What follows belongs to an exercise in optimizing a design on an open flow for small area; a production flow would make more cautious choices. Function was checked by simulation only, so behaviour that the tests miss may differ from the original. Power is estimated from default activity; no workload was simulated. The clock port is modelled as an ideal driver; clocking choices that lean on that would not hold on a real chip.

Setup of v6:
Design pad_config_sequencer, start of the top module:
module pad_config_sequencer #(
  parameter int NPADS  = 46,
  parameter int AW     = 6
) (
  input  logic                 clk,
  input  logic                 rst,
  input  logic                 bus_wr_valid,
  output logic                 bus_wr_ready,
  input  logic [AW-1:0]        bus_wr_addr,
  input  logic [7:0]           bus_wr_data,
  output logic                 bus_wr_err,
  input  logic [AW-1:0]        bus_rd_addr,
  output logic [7:0]           bus_rd_data,
  input  logic                 bus_commit_valid,
  output logic                 bus_commit_ready,
  output logic                 bus_busy,
  output logic                 bus_commit_done,
  output logic [NPADS-1:0]     pad_oe,
  output logic [NPADS-1:0]     pad_ie,
  output logic [NPADS-1:0]     pad_pu,
  output logic [NPADS-1:0]     pad_pd,
  output logic [NPADS-1:0]     pad_pdrv0,
  output logic [NPADS-1:0]     pad_pdrv1,
  output logic [NPADS-1:0]     pad_sl,
  output logic [NPADS-1:0]     pad_cs
);
Size: about 3200 cells after synthesis, ~750 flip-flops, roughly 410 I/O pins, ~0.031 mm² of cells after synthesis.
==> flow/config.mk <==
export PLATFORM = sky130hd
export DESIGN_NAME = pad_config_sequencer
export DESIGN_NICKNAME = pad_config_sequencer
export VERILOG_FILES = /design/flow/design.v
export SDC_FILE = /design/flow/constraint.sdc
export NUM_CORES = 4
export LEC_CHECK = 0
export CAP_MARGIN = 20
export CORE_MARGIN = 2
export CORE_UTILIZATION = 37
export SETUP_SLACK_MARGIN = 0.4
export SLEW_MARGIN = 20
==> flow/constraint.sdc <==
create_clock -name core_clock -period 3.5 [get_ports {clk}]
set_input_delay 0.7000 -clock core_clock [delete_from_list [all_inputs] [get_ports {clk}]]
set_output_delay 0.7000 -clock core_clock [all_outputs]
set_load 0.01 [all_outputs]
standard.sh (not shown) runs the stock make flow with config.mk's settings and CLKGATE_MAP_FILE= SYNTH_SCRIPT=/design/flow/synth_recipe.tcl, a recipe that flattens the netlist after the stock synthesis.
==> flow/flow/run.sh <==
#!/bin/bash
set -euo pipefail
here=$(pwd)

# ORFS synth.tcl, with the ABC script replaced right after the preamble sets it.
sed '/^source \$::env(SCRIPTS_DIR)\/synth_preamble.tcl/a lset abc_args 1 '"$here"'/flow/area.abc' \
  "$FLOW_HOME/scripts/synth.tcl" > "$here/flow_synth.tcl"
grep -q "flow/area.abc" "$here/flow_synth.tcl"
sed 's#^source \$::env(SCRIPTS_DIR)/synth.tcl$#source '"$here"'/flow_synth.tcl#' \
  "$here/synth_recipe.tcl" > "$here/flow_synth_recipe.tcl"
grep -q "flow_synth.tcl" "$here/flow_synth_recipe.tcl"
sed "s#$here/synth_recipe.tcl#$here/flow_synth_recipe.tcl#" "$here/standard.sh" > "$here/flow_standard.sh"
grep -q "flow_synth_recipe.tcl" "$here/flow_standard.sh"

export BUFFER_PORTS_ARGS="-buffer_cell sky130_fd_sc_hd__buf_1"
export GPL_KEEP_OVERFLOW=0
export CTS_ARGS="-sink_clustering_enable -repair_clock_nets -dont_use_dummy_load -sink_clustering_size 28 -sink_clustering_max_diameter 100 -buf_list {sky130_fd_sc_hd__clkbuf_4 sky130_fd_sc_hd__clkbuf_8 sky130_fd_sc_hd__clkbuf_16}"

bash "$here/flow_standard.sh" > "$here/flow.log" 2>&1
==> flow/flow/area.abc <==
strash
ifraig
scorr
dc2
strash
dch -f
amap -F 3 -A 8
### v6 -> v7
--- a/flow/config.mk
+++ b/flow/config.mk
@@ -10 +10 @@
-export CORE_UTILIZATION = 37
+export CORE_UTILIZATION = 40
Notes after the runs:
- Summary: with v6 as the reference, top achievable clock speed in v7 moved up by a few percent.
- v7: wire length on met1 about 2.3% above v6
- v6 → v7: clock tree buffer count of the final layout higher; post-route total power higher; peak fanout along the critical path lower.
- v7 — floorplan die width 3.8% lower, v6 as reference
- v7: global-route usage higher than v6
- Total wire length: lower on v7

========
before:
pad_config_sequencer, a different RTL version from the one above (not shown whole).
For scale: roughly 2,600 cells after synthesis, about 410 I/O pins, roughly 35,000 µm² of cells after synthesis.
Settings: LEC_CHECK=0, CAP_MARGIN=20, CORE_MARGIN=2, CORE_UTILIZATION=40, SLEW_MARGIN=20; clock period 3.5 ns.
run.sh (not shown) runs the stock make flow with config.mk's settings and CLKGATE_MAP_FILE= SYNTH_SCRIPT=/design/flow/synth_recipe.tcl, a recipe that flattens the netlist after the stock synthesis.
Stock flow here: none of the scripts above is used.
Input-level comparison between after and before:
==> flow/flow/run.sh (new file) <==
#!/bin/bash
# Own layout flow: the standard ORFS flow with three changes.
#  1. Synthesis is the standard one (synth_recipe.tcl and ORFS synth.tcl, so the
#     same registers with the same names and cells), except that ABC maps the
#     combinational logic with an area-oriented script (flow/area.abc).
#  2. Port buffers are sky130_fd_sc_hd__buf_1 (every input and output port
#     still gets its own buffer).
#  3. CTS uses clkbuf_4/clkbuf_8 and inserts no dummy loads.
# Each tool's output goes to the ORFS logs under orfs/logs and to flow.log here.
set -euo pipefail
here=$(pwd)

# ORFS synth.tcl, with the ABC script replaced right after the preamble sets it.
sed '/^source \$::env(SCRIPTS_DIR)\/synth_preamble.tcl/a lset abc_args 1 '"$here"'/flow/area.abc' \
  "$FLOW_HOME/scripts/synth.tcl" > "$here/flow_synth.tcl"
grep -q "flow/area.abc" "$here/flow_synth.tcl"
sed 's#^source \$::env(SCRIPTS_DIR)/synth.tcl$#source '"$here"'/flow_synth.tcl#' \
  "$here/synth_recipe.tcl" > "$here/flow_synth_recipe.tcl"
grep -q "flow_synth.tcl" "$here/flow_synth_recipe.tcl"
sed "s#$here/synth_recipe.tcl#$here/flow_synth_recipe.tcl#" "$here/standard.sh" > "$here/flow_standard.sh"
grep -q "flow_synth_recipe.tcl" "$here/flow_standard.sh"

export BUFFER_PORTS_ARGS="-buffer_cell sky130_fd_sc_hd__buf_1"
export CTS_ARGS="-sink_clustering_enable -repair_clock_nets -dont_use_dummy_load -buf_list {sky130_fd_sc_hd__clkbuf_4 sky130_fd_sc_hd__clkbuf_8}"

bash "$here/flow_standard.sh" > "$here/flow.log" 2>&1
==> flow/flow/area.abc (new file) <==
strash
ifraig
scorr
dc2
strash
dch -f
amap
==> flow/standard.sh (new file) <==
#!/bin/bash
# synth_recipe.tcl (not shown) runs the flow's synth.tcl, then flattens the netlist and writes it again
# the make line also repeats each setting of config.mk as NAME=value (left out here)
make -C /OpenROAD-flow-scripts/flow DESIGN_CONFIG=/design/flow/config.mk WORK_HOME=/design/flow/orfs CLKGATE_MAP_FILE= SYNTH_SCRIPT=/design/flow/synth_recipe.tcl "${@:-finish}"
removed: flow/run.sh
## What came out
- after: done, clean on timing, DRC and antenna
- Of the two values seen for worst setup path endpoint, step[3] was produced by before and shadow[41][5] by after.
- The final reports for after and before show area growth from synthesis to layout lower in the former.
- Diff before -> after: remaining max-slew budget at the tightest pin fell 11 points; share of final layout cell area taken by clock buffers and inverters fell 2.1 points; worst slack at placement fell 0.039 ns.

afterwards: timing with drivers on the ports:
The flow's constraints put no driver on any port. The routed layouts listed below were extracted and timed again, unchanged, in two steps.
Step 1, drivers: a clkbuf_16 drives clk and a buf_2 each remaining input, both assumed.
Step 2 times the ports against the registers' clock, not the clock port: input delays grow and output delays shrink by t, the midpoint of the rising clock arrivals with the driver on.
a / b / c = ideal / step 1 / step 2; a / b = the first two.
run | t (ns) | setup WS [ns] | hold WS [ns] | cell pins on the clock port's net
v6 | 0.721 | 0.266 / 0.266 / -0.428 | 0.080 / 0.035 / 0.421 | 1
v7 | 0.701 | 0.348 / 0.303 / -0.398 | 0.153 / 0.107 / 0.429 | 1
before | 0.716 | 0.278 / 0.278 / -0.239 | 0.459 / 0.414 / 0.554 | 1
after | 0.848 | 0.226 / 0.226 / -0.380 | 0.085 / 0.036 / 0.494 | 1
Met with ideal ports but missed after step 2: setup timing in every run listed. The setup slack of v7, which loses most, moves by -0.045 ns with the drivers and by -0.746 ns with both steps.
